This is an optimization exercise on Yosys and OpenROAD, whose aim is small area and few clock cycles per item, not a production implementation. RTL that was checked went through simulation tests only; none was proved equivalent to the original. For run 1, only the layout was checked, not whether the RTL still works. No activity file was given, so power comes from the tool's default toggle rates.

==> flow/design.v, too long to show whole: its modules and the start of the top module <==
// module fpu_mul_lopd48: 15 lines
// module fpu_mul_prenorm_pipe: 84 lines
// module fpu_mul_mant_mul: 1572 lines
// module fpu_mul_mant_fin: 27 lines
// module fpu_mul_fa: 4 lines
// module fpu_mul_ha: 4 lines
// module fpu_mul_xn: 3 lines
// module fpu_mul_or: 3 lines
// module fpu_mul_bx: 3 lines
// module fpu_mul_bs2: 4 lines
// module fpu_mul_bs: 3 lines
module fpu_mul_prenorm_pipe #(
  parameter int SIZE_DATA = 8,
  parameter int SIZE_MANT = 24,
  parameter int SIZE_LOPD = 8,
  parameter int BIAS      = 127
) (
  input  logic                   i_clk,
  input  logic                   i_rst_n,
  input  logic                   i_valid,
  output logic                   o_ready,
  input  logic [31:0]            i_data_a,
  input  logic [31:0]            i_data_b,
  output logic                   o_valid,
  input  logic                   i_ready,
  output logic                   o_sign,
  output logic [SIZE_DATA-1:0]   o_data_exp,
  output logic                   o_exp_oor,
  output logic [2*SIZE_MANT-1:0] o_mant_prod,
  output logic                   o_ov_flag,
  output logic                   o_un_flag,
  output logic [SIZE_LOPD-1:0]   o_one_pos,
  output logic                   o_zero_flag
);
  // ...
==> flow/run.sh <==
#!/bin/bash
# synth_recipe.tcl (not shown) runs the flow's synth.tcl, then flattens the netlist and writes it again
# the make line also repeats each setting of config.mk as NAME=value (left out here)
make -C /OpenROAD-flow-scripts/flow DESIGN_CONFIG=/design/flow/config.mk WORK_HOME=/design/flow/orfs CLKGATE_MAP_FILE= SYNTH_SCRIPT=/design/flow/synth_recipe.tcl finish
==> flow/config.mk <==
export PLATFORM = sky130hd
export DESIGN_NAME = fpu_mul_prenorm_pipe
export DESIGN_NICKNAME = fpu_mul_prenorm_pipe
export VERILOG_FILES = /design/flow/design.v
export SDC_FILE = /design/flow/constraint.sdc
export NUM_CORES = 4
export LEC_CHECK = 0
export CAP_MARGIN = 20
export CORE_MARGIN = 2
export CORE_UTILIZATION = 40
export SLEW_MARGIN = 20
export SYNTH_HIERARCHICAL = 1
export SYNTH_MINIMUM_KEEP_SIZE = 0
==> flow/constraint.sdc <==
create_clock -name core_clock -period 8.0 [get_ports {i_clk}]
set_input_delay 1.6000 -clock core_clock [delete_from_list [all_inputs] [get_ports {i_clk}]]
set_output_delay 1.6000 -clock core_clock [all_outputs]
set_load 0.01 [all_outputs]
==> results.toml, run 1 <==
[clock_tree]
cts_root_buf = "sky130_fd_sc_hd__clkbuf_16"
cts_buffer_depth = 2

[power_and_ir_drop]
comb_power_w = 0.00711
p_int_w = 0.00462
comb_power_share_pct = 81.3

[final_layout]
final_core_util_pct = 48.5
largest_reg_flops = 48
layout.cells.most_common = "sky130_fd_sc_hd__fa_1"

[critical_path]
cp_slowest_stage_delay_ps = 660
rrSetupSlack_ps = 6300
worstSetupEndpoint = "r_sn[35]"
startpoint_to_endpoint_class_of_the_critical_path = "primary input to register"
cp_num_buf_inv = 2
critical_path_depth_in_cells = 16

[routing]
wl_met2_um = 21700
post_route_drc = 0
routed.top_layer = "met4"

[timing]
timing_hold_violations_final = 0
final.min_clock_period_ps = 7440
fin_worst_skew_ps = 7.14

[placed_design]
placed_area_um2 = 18600
port_buffers = 136

[synth]
yosys-top-cells-count = "sky130_fd_sc_hd__fa_1 (296), sky130_fd_sc_hd__a22oi_1 (288), sky130_fd_sc_hd__xor2_1 (284)"
yosys.area_share.xor_xnor_pct = 18.1
syn_area_per_cell_um2 = 11.1
synth_adder_area_share_pct = 41.0
synth-compound-area-share_pct = 17.3

[floorplan]
die_y_um = 203
start_util_pct = 40.8

[grt]
grt_pass1_wl_um = 77100

[worst_hold_path]
min_delay_worst_type = "register to register"

[outcome]
outcome = "timing/DRC/antenna clean"
==> module fpu_mul_lopd48, before the edit <==
module fpu_mul_lopd48 #(
  parameter int SIZE_LOPD = 8
) (
  input  logic [46:0]          prod_low,
  output logic [SIZE_LOPD-1:0] one_pos,
  output logic                 all_zero
);
  always_comb begin
    one_pos = '0;
    for (int i = 0; i < 47; i++) begin
      if (prod_low[i]) one_pos = SIZE_LOPD'(46 - i);
    end
  end
  assign all_zero = ~|prod_low;
endmodule
==> module fpu_mul_prenorm_pipe, before the edit <==
module fpu_mul_prenorm_pipe #(
  parameter int SIZE_DATA = 8,
  parameter int SIZE_MANT = 24,
  parameter int SIZE_LOPD = 8,
  parameter int BIAS      = 127
) (
  input  logic                   i_clk,
  input  logic                   i_rst_n,
  input  logic                   i_valid,
  output logic                   o_ready,
  input  logic [31:0]            i_data_a,
  input  logic [31:0]            i_data_b,
  output logic                   o_valid,
  input  logic                   i_ready,
  output logic                   o_sign,
  output logic [SIZE_DATA-1:0]   o_data_exp,
  output logic                   o_exp_oor,
  output logic [2*SIZE_MANT-1:0] o_mant_prod,
  output logic                   o_ov_flag,
  output logic                   o_un_flag,
  output logic [SIZE_LOPD-1:0]   o_one_pos,
  output logic                   o_zero_flag
);
  localparam int FP_W    = fpu_mul_pkg::FP_W;
  localparam int EXP_W   = fpu_mul_pkg::EXP_W;
  localparam int FRAC_W  = fpu_mul_pkg::FRAC_W;
  localparam int EXP_MAX = fpu_mul_pkg::EXP_MAX;
  localparam int SUM_W   = SIZE_DATA + 2;
  localparam int NBLK    = 9;
  logic                       a_nz, b_nz;
  logic [EXP_W-1:0]           ea, eb;
  logic [SIZE_MANT-1:0]       ma, mb;
  logic signed [SUM_W-1:0]    exp_sum;
  logic                       r_valid;
  logic                       r_sign;
  logic [SIZE_DATA-1:0]       r_exp;
  logic                       r_oor;
  logic [2*SIZE_MANT-1:0]     r_sn;
  logic [NBLK-2:0]            r_gn;
  logic [2*SIZE_MANT-1:0]     r_prod;
  logic                       load;
  logic [SIZE_LOPD-1:0]       lopd_pos;
  logic                       lopd_zero;
  logic [2*SIZE_MANT-1:0]     mul_sn;
  logic [NBLK-2:0]            mul_gn;
  assign a_nz = |i_data_a[FP_W-2:FRAC_W];
  assign b_nz = |i_data_b[FP_W-2:FRAC_W];
  assign ea   = a_nz ? i_data_a[FP_W-2:FRAC_W] : EXP_W'(1);
  assign eb   = b_nz ? i_data_b[FP_W-2:FRAC_W] : EXP_W'(1);
  assign ma   = {a_nz, i_data_a[FRAC_W-1:0]};
  assign mb   = {b_nz, i_data_b[FRAC_W-1:0]};
  assign exp_sum = $signed({2'b00, ea}) + $signed({2'b00, eb}) - SUM_W'(BIAS);
  fpu_mul_mant_mul u_mul (.a(ma), .b(mb), .sn(mul_sn), .gn(mul_gn));
  assign load    = ~r_valid | i_ready;
  assign o_ready = load;
  always_ff @(posedge i_clk or negedge i_rst_n) begin
    if (!i_rst_n) r_valid <= 1'b0;
    else if (load) r_valid <= i_valid;
  end
  always_ff @(posedge i_clk) begin
    if (load && i_valid) begin
      r_sign <= i_data_a[FP_W-1] ^ i_data_b[FP_W-1];
      r_exp  <= exp_sum[SIZE_DATA-1:0];
      r_oor  <= (exp_sum < SUM_W'(1)) || (exp_sum > SUM_W'(EXP_MAX));
      r_sn   <= mul_sn;
      r_gn   <= mul_gn;
    end
  end
  fpu_mul_mant_fin u_fin (.sn(r_sn), .gn(r_gn), .p(r_prod));
  fpu_mul_lopd48 #(.SIZE_LOPD(SIZE_LOPD)) u_lopd (
    .prod_low (r_prod[46:0]),
    .one_pos  (lopd_pos),
    .all_zero (lopd_zero)
  );
  assign o_valid     = r_valid;
  assign o_sign      = r_sign;
  assign o_data_exp  = r_exp;
  assign o_exp_oor   = r_oor;
  assign o_mant_prod = r_prod;
  assign o_ov_flag   = r_prod[47];
  assign o_un_flag   = ~r_prod[47] & r_prod[46];
  assign o_zero_flag = ~r_prod[47] & lopd_zero;
  assign o_one_pos   = (r_prod[47] | r_prod[46]) ? '0 : lopd_pos;
endmodule
==> inputs of run 2 (changes only) <==
--- a/flow/design.v
+++ b/flow/design.v
@@ -30,13 +30,44 @@
   output logic [SIZE_LOPD-1:0] one_pos,
   output logic                 all_zero
 );
+  logic [63:0] x;
+  logic [31:0] v1;
+  logic [31:0] c1;
+  logic [15:0] v2;
+  logic [1:0]  c2 [16];
+  logic [7:0]  v4;
+  logic [2:0]  c4 [8];
+  logic [3:0]  v8;
+  logic [3:0]  c8 [4];
+  logic [1:0]  v16;
+  logic [4:0]  c16 [2];
+  logic [5:0]  lz;
+  assign x = {prod_low, 1'b1, 16'b0};
   always_comb begin
-    one_pos = '0;
-    for (int i = 0; i < 47; i++) begin
-      if (prod_low[i]) one_pos = SIZE_LOPD'(46 - i);
+    for (int i = 0; i < 32; i++) begin
+      v1[i] = x[2*i+1] | x[2*i];
+      c1[i] = ~x[2*i+1];
     end
+    for (int i = 0; i < 16; i++) begin
+      v2[i] = v1[2*i+1] | v1[2*i];
+      c2[i] = v1[2*i+1] ? {1'b0, c1[2*i+1]} : {1'b1, c1[2*i]};
+    end
+    for (int i = 0; i < 8; i++) begin
+      v4[i] = v2[2*i+1] | v2[2*i];
+      c4[i] = v2[2*i+1] ? {1'b0, c2[2*i+1]} : {1'b1, c2[2*i]};
+    end
+    for (int i = 0; i < 4; i++) begin
+      v8[i] = v4[2*i+1] | v4[2*i];
+      c8[i] = v4[2*i+1] ? {1'b0, c4[2*i+1]} : {1'b1, c4[2*i]};
+    end
+    for (int i = 0; i < 2; i++) begin
+      v16[i] = v8[2*i+1] | v8[2*i];
+      c16[i] = v8[2*i+1] ? {1'b0, c8[2*i+1]} : {1'b1, c8[2*i]};
+    end
+    lz = v16[1] ? {1'b0, c16[1]} : {1'b1, c16[0]};
   end
   assign all_zero = ~|prod_low;
+  assign one_pos  = all_zero ? '0 : SIZE_LOPD'(lz);
 endmodule
 module fpu_mul_prenorm_pipe #(
   parameter int SIZE_DATA = 8,
@@ -64,13 +95,12 @@
   localparam int FP_W    = fpu_mul_pkg::FP_W;
   localparam int EXP_W   = fpu_mul_pkg::EXP_W;
   localparam int FRAC_W  = fpu_mul_pkg::FRAC_W;
-  localparam int EXP_MAX = fpu_mul_pkg::EXP_MAX;
-  localparam int SUM_W   = SIZE_DATA + 2;
   localparam int NBLK    = 9;
   logic                       a_nz, b_nz;
   logic [EXP_W-1:0]           ea, eb;
   logic [SIZE_MANT-1:0]       ma, mb;
-  logic signed [SUM_W-1:0]    exp_sum;
+  logic [EXP_W:0]             exp_t;
+  logic                       exp_oor;
   logic                       r_valid;
   logic                       r_sign;
   logic [SIZE_DATA-1:0]       r_exp;
@@ -89,7 +119,9 @@
   assign eb   = b_nz ? i_data_b[FP_W-2:FRAC_W] : EXP_W'(1);
   assign ma   = {a_nz, i_data_a[FRAC_W-1:0]};
   assign mb   = {b_nz, i_data_b[FRAC_W-1:0]};
-  assign exp_sum = $signed({2'b00, ea}) + $signed({2'b00, eb}) - SUM_W'(BIAS);
+  assign exp_t   = {1'b0, ea} + {1'b0, eb} + (EXP_W+1)'(1);
+  assign exp_oor = exp_t[EXP_W] ? (exp_t[EXP_W-1] | (&exp_t[EXP_W-2:0]))
+                                : (~exp_t[EXP_W-1] | ~(|exp_t[EXP_W-2:0]));
   fpu_mul_mant_mul u_mul (.a(ma), .b(mb), .sn(mul_sn), .gn(mul_gn));
   assign load    = ~r_valid | i_ready;
   assign o_ready = load;
@@ -100,8 +132,8 @@
   always_ff @(posedge i_clk) begin
     if (load && i_valid) begin
       r_sign <= i_data_a[FP_W-1] ^ i_data_b[FP_W-1];
-      r_exp  <= exp_sum[SIZE_DATA-1:0];
-      r_oor  <= (exp_sum < SUM_W'(1)) || (exp_sum > SUM_W'(EXP_MAX));
+      r_exp  <= {~exp_t[EXP_W-1], exp_t[EXP_W-2:0]};
+      r_oor  <= exp_oor;
       r_sn   <= mul_sn;
       r_gn   <= mul_gn;
     end
--- a/flow/config.mk
+++ b/flow/config.mk
@@ -5,9 +5,10 @@
 export SDC_FILE = /design/flow/constraint.sdc
 export NUM_CORES = 4
 export LEC_CHECK = 0
-export CAP_MARGIN = 20
+export CAP_MARGIN = 0
 export CORE_MARGIN = 2
 export CORE_UTILIZATION = 40
-export SLEW_MARGIN = 20
+export CTS_BUF_LIST = sky130_fd_sc_hd__clkbuf_4
+export SLEW_MARGIN = 0
 export SYNTH_HIERARCHICAL = 1
 export SYNTH_MINIMUM_KEEP_SIZE = 0
==> results.toml, run 2 <==
[final_layout]
reg.largest.list = "r_sn: 48 flops, r_exp: 8 flops, r_gn: 8 flops"
layout.cells.most_common = "sky130_fd_sc_hd__fa_1"
max_flop_register = "r_sn"
drive_gt1_share_pct = 9.15
largest_reg_flops = 48
mostFrequentLayoutCells = "sky130_fd_sc_hd__fa_1 (296), sky130_fd_sc_hd__a22oi_1 (288), sky130_fd_sc_hd__xor2_1 (284)"
final.fill_count = 3594
nNetsFinal = 2038
final_core_util_pct = 48.1
area_delta_synth_final_pct = 18.2
final_area_um2 = 18600

[routing]
wl_um = 49500
post_route_drc = 0
detail_route.iter0.violations = 1360
vias = 12700
firstDrtPassIters = 6
ant_nets = 0
routed_wire_length_per_instance_um = 22.9
drt-vias-per-instance = 5.86

[synth]
syn_area_per_cell_um2 = 11.2
synth_largest_area_cell = "sky130_fd_sc_hd__fa_1"
ys_seq_elements = 67
synth_top_cells_by_area = "sky130_fd_sc_hd__fa_1 (38%), sky130_fd_sc_hd__xor2_1 (16%), sky130_fd_sc_hd__a22oi_1 (14%)"
post-synth-top-area-fraction_pct = 37.6
postSynth.topFlopCell = "sky130_fd_sc_hd__edfxtp_1"
seq_area_frac_synth_pct = 12.7
ys_async_sr_fraction_pct = 1.49
synth-warning-count = 12
yosysUniqueCellTypes = 61
yosys-top-cells-count = "sky130_fd_sc_hd__fa_1 (296), sky130_fd_sc_hd__a22oi_1 (288), sky130_fd_sc_hd__xor2_1 (284)"
synth_edf_count = 66
post_synth_instance_area_um2 = 15800
cell_with_the_most_instances_after_synthesis = "sky130_fd_sc_hd__fa_1"
gate_count_post_synth = 1412

[power_and_ir_drop]
post-layout-total-power_w = 0.00830
power.leakage_nw = 6.90
power-per-cell-area_nw_per_um2 = 446
worst_ir_drop_vdd_mv = 0.285

[placed_design]
gp_weighted_congestion = 0.956
port_buffers = 136
dp.final_hpwl_um = 41700
placed_area_um2 = 18500

[grt]
grt_max_degree = 67
antenna_violations_before_repair = 1
track_usage_pct = 24.4
grt_pass1_wl_um = 77000
grt-ovfl-total = 0
first_global_vias = 13000

[clock_tree]
clkSinkCount = 67
clock_input_transition_at_the_sequential_cells_of_the_worst_setup_and_hold_paths_ps = 110
numCtsBuffers = 9
cts_tree = "yes"
cts_root_buf = "sky130_fd_sc_hd__clkbuf_4"
post_cts.resized_instances = 0
cts_max_level = 3
cts_buffer_depth = 2
post_cts_buffers = 0
cts_hold_buf = 0
worst_skew_pair_latency_ps = 430

[timing]
fin_tns_setup_ps = 0
fmax_mhz = 136
setup_repair_after_global_routing_missed_its_margin = "false"
worst_pin_slew_ps = 848
timing_max_transition_violations_final = 0
relSlewSlack_pct = 43.3
fin_worst_skew_ps = 17.7
layout_worst_path_cycle_share_pct = 92.2
final.min_clock_period_ps = 7380
timing_hold_violations_final = 0
setup-violations-final = 0

[critical_path]
timing.critical_path.mode_cell = "sky130_fd_sc_hd__fa_1"
critPathLaunchType = "primary input"
critical-path-slowest-cell = "sky130_fd_sc_hd__fa_1"
cp_slowest_stage_delay_ps = 610
startpoint_to_endpoint_class_of_the_critical_path = "primary input to register"
timing.critical_path.fanout_max = 27
end_kind = "register"
worst_r2r_path_depth = 3
crit_chain = "clkdlybuf4s50_1 -> ha_1 -> nand2b_1 -> inv_1 -> buf_12 -> xor2_1 -> a22oi_1 -> fa_1 -> fa_1 -> fa_1 -> fa_1 -> fa_1 -> or2_1 -> fa_1 -> fa_1 -> fa_1 -> fa_1"
rrSetupSlack_ps = 6300
critical_path_rt_ps = 8180
worstPathArrival_ps = 7560
critical_path.reg2reg.endpoint = "r_sn[15]"
rr_startpoint = "r_valid"

[floorplan]
die_y_um = 202
start_util_pct = 40.7
core_region_area_um2 = 38700
floorplan.die.width_um = 202
number_of_core_rows = 72
die_area_um2 = 41000
io_pins = 139

[worst_hold_path]
hold_path.startpoint = "r_valid"
min_delay_worst_type = "register to register"
whs_path_depth = 2
holdPathEnd = "r_valid"

[outcome]
outcome = "timing/DRC/antenna clean"

[flow_run]
max_cap_violations = 0
-- run 2: cell count changes after synthesis, sizes merged, moves of 3 or more --
cell,before,now
nor2,45,41
nor2b,4,9
inv,63,56
nor3,18,9
nand3,11,8
ha,46,39
nand2,51,46
-- run 2: cell families after synthesis --
kind of cell,Yosys count,synth area share (%)
AO/OA/AOI/OAI,369,17.6
XOR/XNOR,329,18.3
adder cells (fa/ha/maj),335,40.7
buffers and inverters,83,2.33
flip-flops,67,12.7
other,2,0.0477
AND/OR/NAND/NOR,227,8.29
-- run 2: cell type report --
class | instances | area [um^2] | area share, %
Timing Repair Buffer | 237 | 2210 | 11.9
Multi-Input combinational cell | 1264 | 13400 | 72.0
Clock buffer | 9 | 67.6 | 0.363
Antenna cell | 1 | 2.50 | 0.0134
Sequential cell | 67 | 2010 | 10.8
Inverter | 56 | 210 | 1.13
Clock inverter | 7 | 58.8 | 0.316
Tap cell | 518 | 648 | 3.48
-- run 2: how the worst max path moves through the flow --
stage | cells past startpoint | to | slack [ps] | from
6_report | 17 | r_sn[26] | 620 | i_data_b[19]
3_3_place_gp | 17 | r_sn[46] | 280 | i_data_b[19]
2_1_floorplan | 14 | r_gn[5] | 140 | i_data_b[8]
3_5_place_dp | 17 | r_sn[26] | 230 | i_data_b[19]
4_1_cts | 17 | r_sn[26] | 710 | i_data_b[19]
5_1_grt | 16 | r_sn[35] | 500 | i_data_b[15]
-- run 2: metal layers --
metal	up-vias	global-route usage, %	part of all wire (%)
li1	5523	-	-
met2	611	37.5	44
met1	6453	35.0	45
met5	-	0	0
met3	75	4.82	8.5
met4	0	7.27	2.4
-- run 2: modules after synthesis, one instance, submodules excluded, a selection --
| module | flip-flops and latches | cells inside | times used |
|---|---|---|---|
| fpu_mul_prenorm_pipe | 67 | 157 | 1 |
| fpu_mul_bs | 0 | 1 | 12 |
| fpu_mul_bx | 0 | 1 | 264 |
| fpu_mul_mant_mul | 0 | 102 | 1 |
| fpu_mul_mant_fin | 0 | 123 | 1 |
| fpu_mul_or | 0 | 1 | 36 |
-- run 2: power breakdown --
| part | switching (W) | leakage [nW] | internal, W | total (W) |
|---|---|---|---|---|
| combinational | 0.00368 | 6.19 | 0.00319 | 0.00687 |
| clock | 0.000119 | 0.0682 | 0.0000910 | 0.000210 |
| sequential | 0.000104 | 0.636 | 0.00111 | 0.00122 |
| total | 0.00391 | 6.90 | 0.00439 | 0.00830 |
-- run 2: per-stage QoR --
step | setup WS (ps) | instances | hold WS [ps]
floorplan | 141 | 1414 | 622
global placement | 279 | 2142 | 504
detailed placement | 227 | 2142 | 539
CTS | 714 | 2158 | 567
global route | 499 | 2159 | 613
finish | 623 | 2159 | 547
-- run 2: critical path: cells and delay by family --
kind,cells,cell delay (ps)
compound gates,1,150
xor+xnor,1,240
fa+ha+maj,10,4250
buf+inv,3,840
simple gates,2,480
Testbench counts of run 2, summed over its fixed seeds: cycles 24,008, items 24,000.
==> inputs of run 3 (changes only) <==
==> flow/config.mk (replaced) <==
export PLATFORM = sky130hd
export DESIGN_NAME = fpu_mul_prenorm_pipe
export DESIGN_NICKNAME = fpu_mul_prenorm_pipe
export VERILOG_FILES = /design/flow/design.v
export SDC_FILE = /design/flow/constraint.sdc
export NUM_CORES = 4
export LEC_CHECK = 0
export CAP_MARGIN = 20
export CORE_MARGIN = 2
export CORE_UTILIZATION = 40
export GPL_TIMING_DRIVEN = 0
export SLEW_MARGIN = 20
export SYNTH_HIERARCHICAL = 1
export SYNTH_MINIMUM_KEEP_SIZE = 0
==> results.toml, run 3 <==
[final_layout]
nNetsFinal = 1978
reg.largest.list = "r_sn: 48 flops, r_exp: 8 flops, r_gn: 8 flops"
finalNonFillerCells = 2098
multi_input_comb_area_um2 = 13500
area_delta_synth_final_pct = 17.3
max_flop_register = "r_sn"
mostFrequentLayoutCells = "sky130_fd_sc_hd__fa_1 (296), sky130_fd_sc_hd__a22oi_1 (288), sky130_fd_sc_hd__xor2_1 (283)"
seq_area_um2 = 2010
insertedDiodeCount = 0
drive_gt1_share_pct = 6.20
layout.cells.most_common = "sky130_fd_sc_hd__fa_1"
final.fill_count = 3554
largest_reg_flops = 48

[routing]
wl_um = 47200
routed_wire_length_per_instance_um = 22.5
post_route_drc = 0
vias = 12300
ant_nets = 0
detail_route.iter0.violations = 1086
firstDrtPassIters = 6
drt-vias-per-instance = 5.85

[timing]
relSlewSlack_pct = 19.0
setup-violations-final = 0
fin_tns_setup_ps = 0
timing_hold_violations_final = 0
final.min_clock_period_ps = 7850
setup_repair_after_global_routing_missed_its_margin = "false"
fin_worst_skew_ps = 5.93
fmax_mhz = 127
layout_worst_path_cycle_share_pct = 98.2
timing_max_transition_violations_final = 0
worst_pin_slew_ps = 1210

[power_and_ir_drop]
post-layout-total-power_w = 0.00919
worst_ir_drop_vdd_mv = 0.429
power.leakage_nw = 6.69
power-per-cell-area_nw_per_um2 = 497

[clock_tree]
cts_buffer_depth = 2
cts_max_level = 3
worst_skew_pair_latency_ps = 330
clkSinkCount = 67
cts_root_buf = "sky130_fd_sc_hd__clkbuf_16"
numCtsBuffers = 9
clock_input_transition_at_the_sequential_cells_of_the_worst_setup_and_hold_paths_ps = 50
post_cts_buffers = 0
cts_hold_buf = 0
cts_tree = "yes"

[critical_path]
worst_r2r_path_depth = 3
critical_path_rt_ps = 8080
critPathLaunchType = "primary input"
worstSetupEndpoint = "r_gn[5]"
critical_path.reg2reg.endpoint = "r_sn[11]"
timing.critical_path.fanout_max = 25
end_kind = "register"
worst_setup_path_startpoint = "i_data_b[17]"
rrSetupSlack_ps = 6590
worstPathArrival_ps = 7940
startpoint_to_endpoint_class_of_the_critical_path = "primary input to register"
rr_startpoint = "r_valid"

[floorplan]
die_y_um = 202
number_of_core_rows = 72
start_util_pct = 40.7
core_region_area_um2 = 38700
die_area_um2 = 41000
floorplan.die.width_um = 202
io_pins = 139

[grt]
grt_max_degree = 57
grt_pass1_wl_um = 73600
track_usage_pct = 23.1
grt-ovfl-total = 0
antenna_violations_before_repair = 0
first_global_vias = 12700

[placed_design]
place_inst = 2082
gp_weighted_congestion = 0.902
port_buffers = 136
dp.final_hpwl_um = 37400

[outcome]
outcome = "timing/DRC/antenna clean"

[synth]
post-synth-top-area-fraction_pct = 37.6
postSynth.topFlopCell = "sky130_fd_sc_hd__edfxtp_1"
gate_count_post_synth = 1412
seq_area_frac_synth_pct = 12.7
synth_largest_area_cell = "sky130_fd_sc_hd__fa_1"
cell_with_the_most_instances_after_synthesis = "sky130_fd_sc_hd__fa_1"
yosysUniqueCellTypes = 61
syn_area_per_cell_um2 = 11.2
synth-warning-count = 12
post_synth_instance_area_um2 = 15800
ys_seq_elements = 67
synth_edf_count = 66
ys_async_sr_fraction_pct = 1.49
yosys-top-cells-count = "sky130_fd_sc_hd__fa_1 (296), sky130_fd_sc_hd__a22oi_1 (288), sky130_fd_sc_hd__xor2_1 (284)"
synth_top_cells_by_area = "sky130_fd_sc_hd__fa_1 (38%), sky130_fd_sc_hd__xor2_1 (16%), sky130_fd_sc_hd__a22oi_1 (14%)"

[worst_hold_path]
min_delay_worst_type = "register to register"

[flow_run]
max_cap_violations = 0
-- run 3: metal layers --
| layer | vias up | GRT usage (%) | wire, um |
|---|---|---|---|
| met5 | - | 0 | 0 |
| met4 | 0 | 6.99 | 1240 |
| met3 | 73 | 4.01 | 3940 |
| met2 | 542 | 36.6 | 21300 |
| met1 | 6245 | 32.6 | 20600 |
| li1 | 5408 | - | - |
-- run 3: power breakdown --
group / switching (W) / total, W / internal [W] / leakage [nW]
Sequential: 0.0000988 / 0.00122 / 0.00112 / 0.636
Clock: 0.000134 / 0.000391 / 0.000258 / 0.147
Combinational: 0.00406 / 0.00758 / 0.00352 / 5.91
-- run 3: worst min path at each step --
| stage | cells past startpoint | endpoint | start | slack (ps) |
|---|---|---|---|---|
| after floorplan | 2 | r_valid | r_valid | 620 |
| after global placement | 2 | r_valid | r_valid | 510 |
| after detailed placement | 2 | r_valid | r_valid | 540 |
| after CTS | 2 | r_valid | r_valid | 550 |
| after global routing | 2 | r_valid | r_valid | 590 |
| final | 2 | r_valid | r_valid | 540 |
-- run 3: through the flow --
step           hold WS, ps  setup slack [ps]  area (um^2)  util (%)
2_1_floorplan          622               141        15800         -
3_3_place_gp           506             -2460        17800      45.9
3_5_place_dp           539              -440        18100      46.8
4_1_cts                552              52.2        18400      47.6
5_1_grt                588              1.53        18500      47.7
6_report               541               146        18500      47.7
-- run 3: cell type report --
type,instances,area share [%]
Timing Repair Buffer,150,8.81
Clock buffer,14,1.43
Inverter,56,1.27
Multi-Input combinational cell,1264,73.1
Buffer,27,0.853
Tap cell,518,3.51
Clock inverter,2,0.190
Sequential cell,67,10.9
-- run 3: worst max-delay path: stages --
cell and delay [ps]:
sky130_fd_sc_hd__clkdlybuf4s50_1 550, sky130_fd_sc_hd__ha_1 1090, sky130_fd_sc_hd__a22oi_1 260, sky130_fd_sc_hd__fa_1 460, sky130_fd_sc_hd__fa_1 580, sky130_fd_sc_hd__fa_1 440, sky130_fd_sc_hd__fa_1 400, sky130_fd_sc_hd__fa_1 490
sky130_fd_sc_hd__or2_1 260, sky130_fd_sc_hd__fa_1 390, sky130_fd_sc_hd__fa_1 390, sky130_fd_sc_hd__fa_1 390, sky130_fd_sc_hd__fa_1 450, sky130_fd_sc_hd__buf_4 160
-- run 3: logic make-up after synthesis --
logic type      Yosys count  synth area share (%)
compound gates          369                  17.6
fa+ha+maj               335                  40.7
xor+xnor                329                  18.3
simple gates            227                  8.29
buf+inv                  83                  2.33
flops                    67                  12.7
other cells               2                0.0477
-- run 3: timing repair --
action                                  in CTS  in global routing
pin swaps                                    0                  0
endpoints found under the setup margin       2                  4
resized for setup                            2                 18
-- run 3: Yosys stat by module, one instance, submodules excluded, excerpt --
module / copies in the design / cell area (um^2)
fpu_mul_bx: 264 / 8.76
fpu_mul_ha: 6 / 12.5
fpu_mul_mant_mul: 1 / 632
fpu_mul_bs2: 144 / 15.0
fpu_mul_fa: 295 / 20.0
fpu_mul_xn: 37 / 8.76
fpu_mul_mant_fin: 1 / 795
fpu_mul_prenorm_pipe: 1 / 2610
fpu_mul_or: 36 / 6.26
fpu_mul_bs: 12 / 12.5
==> inputs of run 4 (changes only) <==
--- a/flow/config.mk
+++ b/flow/config.mk
@@ -8,6 +8,7 @@
 export CAP_MARGIN = 20
 export CORE_MARGIN = 2
 export CORE_UTILIZATION = 40
+export CTS_BUF_LIST = sky130_fd_sc_hd__clkbuf_8
 export GPL_TIMING_DRIVEN = 0
 export SLEW_MARGIN = 20
 export SYNTH_HIERARCHICAL = 1
==> results.toml, run 4 <==
[critical_path]
rrSetupSlack_ps = 6590
critPathLaunchType = "primary input"
rr_startpoint = "r_valid"
worst_r2r_path_depth = 3
critical_path_rt_ps = 8100
critical_path.reg2reg.endpoint = "r_sn[10]"
end_kind = "register"
worst_setup_path_startpoint = "i_data_b[19]"
worstPathArrival_ps = 7930
startpoint_to_endpoint_class_of_the_critical_path = "primary input to register"
timing.critical_path.fanout_max = 27

[routing]
ant_nets = 0
post_route_drc = 0
routed_wire_length_per_instance_um = 22.4
firstDrtPassIters = 5
detail_route.iter0.violations = 1113
wl_um = 47000
drt-vias-per-instance = 5.86
vias = 12300

[floorplan]
die_area_um2 = 41000
number_of_core_rows = 72
core_region_area_um2 = 38700
io_pins = 139
die_y_um = 202
start_util_pct = 40.7
floorplan.die.width_um = 202

[final_layout]
max_flop_register = "r_sn"
finalNonFillerCells = 2098
final_core_util_pct = 47.5
largest_reg_flops = 48
area_delta_synth_final_pct = 16.7
final_area_um2 = 18400
insertedDiodeCount = 0
final.fill_count = 3567
nNetsFinal = 1978
layout.cells.most_common = "sky130_fd_sc_hd__fa_1"
mostFrequentLayoutCells = "sky130_fd_sc_hd__fa_1 (296), sky130_fd_sc_hd__a22oi_1 (288), sky130_fd_sc_hd__xor2_1 (283)"
reg.largest.list = "r_sn: 48 flops, r_exp: 8 flops, r_gn: 8 flops"
drive_gt1_share_pct = 6.20

[synth]
synth_top_cells_by_area = "sky130_fd_sc_hd__fa_1 (38%), sky130_fd_sc_hd__xor2_1 (16%), sky130_fd_sc_hd__a22oi_1 (14%)"
postSynth.topFlopCell = "sky130_fd_sc_hd__edfxtp_1"
cell_with_the_most_instances_after_synthesis = "sky130_fd_sc_hd__fa_1"
ys_seq_elements = 67
synth-warning-count = 12
post_synth_instance_area_um2 = 15800
syn_area_per_cell_um2 = 11.2
yosys-top-cells-count = "sky130_fd_sc_hd__fa_1 (296), sky130_fd_sc_hd__a22oi_1 (288), sky130_fd_sc_hd__xor2_1 (284)"
ys_async_sr_fraction_pct = 1.49
post-synth-top-area-fraction_pct = 37.6
synth_largest_area_cell = "sky130_fd_sc_hd__fa_1"
seq_area_frac_synth_pct = 12.7
gate_count_post_synth = 1412
synth_edf_count = 66
yosysUniqueCellTypes = 61

[timing]
timing_hold_violations_final = 0
setup-violations-final = 0
setup_repair_after_global_routing_missed_its_margin = "false"
final.min_clock_period_ps = 7830
fmax_mhz = 128
worst_hold_slack_ps = 545
fin_worst_skew_ps = 11.6
relSlewSlack_pct = 19.9
fin_ws_ps = 173
timing_max_transition_violations_final = 0
worst_pin_slew_ps = 1200
layout_worst_path_cycle_share_pct = 97.8

[clock_tree]
clock_input_transition_at_the_sequential_cells_of_the_worst_setup_and_hold_paths_ps = 70
cts_tree = "yes"
cts_max_level = 3
clkSinkCount = 67
numCtsBuffers = 9
cts_root_buf = "sky130_fd_sc_hd__clkbuf_8"
post_cts_buffers = 0
cts_buffer_depth = 2
worst_skew_pair_latency_ps = 350

[power_and_ir_drop]
power.leakage_nw = 6.65
worst_ir_drop_vdd_mv = 0.424
swShare_pct = 47.1
p_sw_w = 0.00427
p_int_w = 0.00480
power-per-cell-area_nw_per_um2 = 494
clock_power_share_pct = 3.0
power_frac_seq_pct = 13.4
comb_power_share_pct = 83.6

[grt]
grt-ovfl-total = 0
grt_max_degree = 57
track_usage_pct = 23.1
grt_pass1_wl_um = 73600
antenna_violations_before_repair = 0
first_global_vias = 12700

[placed_design]
port_buffers = 136
dp_slack_ps = -440
placed_area_um2 = 18100
dp.final_hpwl_um = 37400
place_inst = 2082
gp_weighted_congestion = 0.902

[worst_hold_path]
holdPathEnd = "r_valid"
min_delay_worst_type = "register to register"
whs_path_depth = 2
hold_path.startpoint = "r_valid"

[outcome]
outcome = "timing/DRC/antenna clean"

[flow_run]
max_cap_violations = 0
==> run 4: cell types whose count changed in the layout (fill, tap and decap cells not counted) <==
cell,before,now
sky130_fd_sc_hd__clkbuf_1,17,14
sky130_fd_sc_hd__clkbuf_16,9,0
sky130_fd_sc_hd__inv_1,51,54
sky130_fd_sc_hd__clkbuf_8,2,11
==> run 4: metrics by stage <==
step	total power (W)	TNS [ps]
after floorplan	0.00586	0
after global placement	0.00859	-58530
after detailed placement	0.00875	-1890
after CTS	0.00904	0
after global routing	0.00992	0
final	0.00907	0
==> run 4: kinds of logic after synthesis <==
| kind of cell | count (synthesis) | synth area share, % |
|---|---|---|
| other cells | 2 | 0.0477 |
| compound gates | 369 | 17.6 |
| fa+ha+maj | 335 | 40.7 |
| flops | 67 | 12.7 |
| simple gates | 227 | 8.29 |
| buf+inv | 83 | 2.33 |
| xor+xnor | 329 | 18.3 |
==> run 4: critical path, cell delays in order <==
cell	delay [ps]
sky130_fd_sc_hd__clkdlybuf4s50_1	500
sky130_fd_sc_hd__ha_1	240
sky130_fd_sc_hd__nand2b_1	250
sky130_fd_sc_hd__inv_4	400
sky130_fd_sc_hd__xor2_1	290
sky130_fd_sc_hd__a22oi_1	160
sky130_fd_sc_hd__fa_1	540
sky130_fd_sc_hd__fa_1	460
sky130_fd_sc_hd__fa_1	570
sky130_fd_sc_hd__fa_1	430
sky130_fd_sc_hd__fa_1	440
sky130_fd_sc_hd__or2_1	240
sky130_fd_sc_hd__fa_1	390
sky130_fd_sc_hd__fa_1	390
sky130_fd_sc_hd__fa_1	390
sky130_fd_sc_hd__fa_1	450
sky130_fd_sc_hd__buf_4	160
==> run 4: metal layers <==
layer | global-route usage [%] | wire (um) | share of wire [%]
met1 | 32.5 | 20700 | 44
met5 | 0 | 0 | 0
met4 | 6.99 | 1200 | 2.5
met2 | 36.6 | 21300 | 45
met3 | 4.11 | 3840 | 8.2
==> run 4: worst max path at each step <==
stage                     cells after the start       to  slack (ps)
after floorplan                              14  r_gn[5]         140
after global placement                       14  r_gn[3]       -2460
after detailed placement                     17  r_gn[5]        -440
after CTS                                    17  r_gn[5]          20
after global routing                         17  r_gn[5]          30
final                                        17  r_gn[5]         170
==> run 4: Yosys stat by module, one instance, submodules excluded, excerpt <==
module / cell area (um^2) / times used / cells / flip-flops and latches
fpu_mul_prenorm_pipe: 2610 / 1 / 157 / 67
fpu_mul_mant_fin: 795 / 1 / 123 / 0
fpu_mul_mant_mul: 632 / 1 / 102 / 0
fpu_mul_fa: 20.0 / 295 / 1 / 0
fpu_mul_bs2: 15.0 / 144 / 2 / 0
fpu_mul_bs: 12.5 / 12 / 1 / 0
fpu_mul_ha: 12.5 / 6 / 1 / 0
fpu_mul_bx: 8.76 / 264 / 1 / 0
fpu_mul_xn: 8.76 / 37 / 1 / 0
fpu_mul_or: 6.26 / 36 / 1 / 0
==> run 4: repair_timing <==
| item | 4_1_cts | 5_1_grt |
|---|---|---|
| resized for setup | 1 | 20 |
| endpoints found under the setup margin | 2 | 6 |
| endpoints found under the hold margin | 0 | 0 |
| hold buffers | 0 | 0 |
==> run 4: layout make-up <==
class,count,area [um^2],area share [%]
plain buffers,27,158,0.858
clock buffers,11,151,0.824
clock inverters,5,46.3,0.252
inverters,56,234,1.27
multi-input cells,1264,13500,73.5
flip-flops and latches,67,2010,10.9
well taps,518,648,3.53
repair buffers,150,1630,8.86
==> run 4: power groups by stage <==
| stage | registers, W | logic, W | clock network, W |
|---|---|---|---|
| 6_report | 0.00122 | 0.00758 | 0.000276 |
| 5_1_grt | 0.00124 | 0.00838 | 0.000298 |
| 4_1_cts | 0.00122 | 0.00754 | 0.000285 |
| 3_5_place_dp | 0.00123 | 0.00753 | 0 |
| 3_3_place_gp | 0.00122 | 0.00736 | 0 |
| 2_1_floorplan | 0.00120 | 0.00467 | 0 |
==> inputs of run 5 (changes only) <==
--- a/flow/config.mk
+++ b/flow/config.mk
@@ -8,8 +8,6 @@
 export CAP_MARGIN = 20
 export CORE_MARGIN = 2
 export CORE_UTILIZATION = 40
-export CTS_BUF_LIST = sky130_fd_sc_hd__clkbuf_8
-export GPL_TIMING_DRIVEN = 0
 export SLEW_MARGIN = 20
 export SYNTH_HIERARCHICAL = 1
 export SYNTH_MINIMUM_KEEP_SIZE = 0
==> results.toml, run 5 <==
[clock_tree]
cts_max_level = 3
clkSinkCount = 67
cts_tree = "yes"
cts_root_buf = "sky130_fd_sc_hd__clkbuf_16"
numCtsBuffers = 9
cts_buffer_depth = 2
cts_hold_buf = 0
clock_input_transition_at_the_sequential_cells_of_the_worst_setup_and_hold_paths_ps = 60
post_cts.resized_instances = 0
post_cts_buffers = 0
worst_skew_pair_latency_ps = 340

[floorplan]
io_pins = 139
number_of_core_rows = 72
start_util_pct = 40.7
die_y_um = 202
floorplan.die.width_um = 202
die_area_um2 = 41000
core_region_area_um2 = 38700

[power_and_ir_drop]
power-per-cell-area_nw_per_um2 = 450
power.leakage_nw = 6.97
worst_ir_drop_vdd_mv = 0.297

[critical_path]
timing.critical_path.fanout_max = 27
critical-path-slowest-cell = "sky130_fd_sc_hd__fa_1"
critPathLaunchType = "primary input"
cp_num_buf_inv = 3
critPathTopFamily = "adder cells"
rrSetupSlack_ps = 6320
rr_startpoint = "r_valid"
crit_chain = "clkdlybuf4s50_1 -> ha_1 -> nand2b_1 -> inv_1 -> buf_12 -> xor2_1 -> a22oi_1 -> fa_1 -> fa_1 -> fa_1 -> fa_1 -> fa_1 -> or2_1 -> fa_1 -> fa_1 -> fa_1 -> fa_1"
critical_path_rt_ps = 8070
timing.critical_path.mode_cell = "sky130_fd_sc_hd__fa_1"
critical_path.reg2reg.endpoint = "r_sn[15]"
worst_r2r_path_depth = 3
worstPathArrival_ps = 7550
startpoint_to_endpoint_class_of_the_critical_path = "primary input to register"
cp_slowest_stage_delay_ps = 610
end_kind = "register"

[worst_hold_path]
holdPathEnd = "r_valid"
hold_path.startpoint = "r_valid"
min_delay_worst_type = "register to register"
whs_path_depth = 2

[synth]
synth_edf_count = 66
ys_async_sr_fraction_pct = 1.49
syn_area_per_cell_um2 = 11.2
ys_seq_elements = 67
synth_top_cells_by_area = "sky130_fd_sc_hd__fa_1 (38%), sky130_fd_sc_hd__xor2_1 (16%), sky130_fd_sc_hd__a22oi_1 (14%)"
seq_area_frac_synth_pct = 12.7
post_synth_instance_area_um2 = 15800
yosys-top-cells-count = "sky130_fd_sc_hd__fa_1 (296), sky130_fd_sc_hd__a22oi_1 (288), sky130_fd_sc_hd__xor2_1 (284)"
postSynth.topFlopCell = "sky130_fd_sc_hd__edfxtp_1"
gate_count_post_synth = 1412
synth-warning-count = 12
cell_with_the_most_instances_after_synthesis = "sky130_fd_sc_hd__fa_1"
yosysUniqueCellTypes = 61
synth_largest_area_cell = "sky130_fd_sc_hd__fa_1"
post-synth-top-area-fraction_pct = 37.6

[timing]
relSlewSlack_pct = 43.9
fin_tns_setup_ps = 0
timing_hold_violations_final = 0
worst_pin_slew_ps = 842
setup-violations-final = 0
final.min_clock_period_ps = 7480
timing_max_transition_violations_final = 0
layout_worst_path_cycle_share_pct = 93.5
setup_repair_after_global_routing_missed_its_margin = "false"
fmax_mhz = 134
fin_worst_skew_ps = 7.07

[routing]
vias = 12700
ant_nets = 0
detail_route.iter0.violations = 1324
firstDrtPassIters = 6
post_route_drc = 0
routed_wire_length_per_instance_um = 23.0
met3_wirelength_um = 4650
wl_met1_um = 21900
routed.top_layer = "met4"
drt-vias-per-instance = 5.87
wl_met2_um = 21800
wl_um = 49600

[final_layout]
max_flop_register = "r_sn"
nNetsFinal = 2038
insertedDiodeCount = 0
reg.largest.list = "r_sn: 48 flops, r_exp: 8 flops, r_gn: 8 flops"
layout.cells.most_common = "sky130_fd_sc_hd__fa_1"
area_delta_synth_final_pct = 19.2
mostFrequentLayoutCells = "sky130_fd_sc_hd__fa_1 (296), sky130_fd_sc_hd__a22oi_1 (288), sky130_fd_sc_hd__xor2_1 (284)"
largest_reg_flops = 48
drive_gt1_share_pct = 9.15
final_core_util_pct = 48.5

[grt]
grt_max_degree = 67
grt_pass1_wl_um = 77000
track_usage_pct = 24.4
grt-ovfl-total = 0
antenna_violations_before_repair = 0
first_global_vias = 13100

[placed_design]
port_buffers = 136
gp_weighted_congestion = 0.956
dp.final_hpwl_um = 41700

[flow_run]
max_cap_violations = 0

[outcome]
outcome = "timing/DRC/antenna clean"
## run 5: cell types whose count changed in the layout (fill, tap and decap cells not counted), sizes merged
| cell | previous run | this run |
|---|---|---|
| buf | 29 | 102 |
| bufinv | 2 | 1 |
| clkbuf | 25 | 9 |
| clkdlybuf4s50 | 132 | 135 |
| clkinv | 1 | 5 |
| clkinvlp | 0 | 1 |
| dlymetal6s2s | 2 | 0 |
| inv | 58 | 56 |
## run 5: worst max-delay path by stage
stage	startpoint	end	cells past startpoint	slack (ps)
after global placement	i_data_b[19]	r_sn[46]	17	280
after CTS	i_data_b[19]	r_sn[26]	17	580
after global routing	i_data_b[15]	r_sn[35]	16	330
after floorplan	i_data_b[8]	r_gn[5]	14	140
after detailed placement	i_data_b[19]	r_sn[26]	17	230
final	i_data_b[19]	r_sn[26]	17	520
## run 5: routing by layer
layer | GRT usage, % | up-vias
met3 | 5.71 | 77
met4 | 7.69 | 0
met1 | 34.5 | 6460
met2 | 37.2 | 615
met5 | 0 | -
li1 | - | 5517
## run 5: per-stage QoR
| step | instance area (um^2) | hold slack (ps) | power (W) | setup WS (ps) | instances |
|---|---|---|---|---|---|
| after global routing | 18800 | 597 | 0.00940 | 326 | 2158 |
| after detailed placement | 18500 | 539 | 0.00815 | 227 | 2142 |
| after CTS | 18800 | 553 | 0.00853 | 580 | 2158 |
| after global placement | 18500 | 504 | 0.00795 | 279 | 2142 |
| after floorplan | 15800 | 622 | 0.00586 | 141 | 1414 |
| final | 18800 | 535 | 0.00845 | 522 | 2158 |
## run 5: worst register-to-register path, cell delays in order, from the launching register on
cell                       delay, ps
sky130_fd_sc_hd__dfrtp_1         370
sky130_fd_sc_hd__nand2b_1        100
sky130_fd_sc_hd__and2_2          140
sky130_fd_sc_hd__buf_4           640
## run 5: cell families (layout without fill, tap and decap cells)
group	after synthesis	in the layout	share of synthesized area [%]
compound gates	369	369	17.6
fa+ha+maj	335	335	40.7
xor+xnor	329	329	18.3
simple gates	227	227	8.29
buf+inv	83	309	2.33
flops	67	67	12.7
other cells	2	4	0.0477
## run 5: per-module statistics from Yosys, one instance, submodules excluded, excerpt
module / cells inside / area, um^2 / flops+latches / copies in the design
fpu_mul_prenorm_pipe: 157 / 2610 / 67 / 1
fpu_mul_mant_fin: 123 / 795 / 0 / 1
fpu_mul_mant_mul: 102 / 632 / 0 / 1
fpu_mul_fa: 1 / 20.0 / 0 / 295
fpu_mul_bs2: 2 / 15.0 / 0 / 144
fpu_mul_bs: 1 / 12.5 / 0 / 12
fpu_mul_ha: 1 / 12.5 / 0 / 6
fpu_mul_bx: 1 / 8.76 / 0 / 264
fpu_mul_xn: 1 / 8.76 / 0 / 37
fpu_mul_or: 1 / 6.26 / 0 / 36
## run 5: area by class of cell
class	count	area, um^2
inverter	56	210
clock buffer	9	225
multi-input combinational	1264	13400
tap	518	648
sequential	67	2010
timing repair buffer	237	2210
fill	3575	20000
clock inverter	7	58.8
## run 5: power breakdown
part / leakage, nW / switching, W / internal, W
Combinational: 6.19 / 0.00367 / 0.00318
Clock: 0.138 / 0.000141 / 0.000236
Sequential: 0.636 / 0.000105 / 0.00112
Total: 6.97 / 0.00391 / 0.00453

==> afterwards: timing with drivers on the ports <==
No port has a modelled driver above. Below, the same layouts with a new extraction and two added sets of constraints. Step 1: set_driving_cell puts a clkbuf_16 on i_clk and a buf_2 on each other input, an assumption about the parent block. Step 2, shift: input delay + t, output delay - t, t = (earliest + latest rising clock arrival at the registers) / 2. This alone moves slack from input paths to output paths. Slacks: ideal / step 1 / step 2; pairs: ideal / step 1.
| run | shift t [ns] | setup WS [ns] | worst setup path after step 2 | worst register clock-pin slew, ns | pins driven straight from the clock port |
|---|---|---|---|---|---|
| run 1 | 0.385 | 0.561 / 0.584 / 0.199 | input to register | 0.05 / 0.05 | 1 |
| run 2 | 0.470 | 0.623 / 0.646 / 0.176 | input to register | 0.11 / 0.11 | 1 |
| run 3 | 0.369 | 0.146 / 0.160 / -0.209 | input to register | 0.05 / 0.05 | 1 |
| run 4 | 0.379 | 0.173 / 0.178 / -0.201 | input to register | 0.07 / 0.07 | 1 |
| run 5 | 0.382 | 0.522 / 0.550 / 0.168 | input to register | 0.06 / 0.06 | 1 |
With both steps, setup timing fails in run 3 and run 4, where it was met with ideal ports. The setup slack of run 2, which loses most, moves by +0.023 ns with the drivers and by -0.447 ns with both steps.
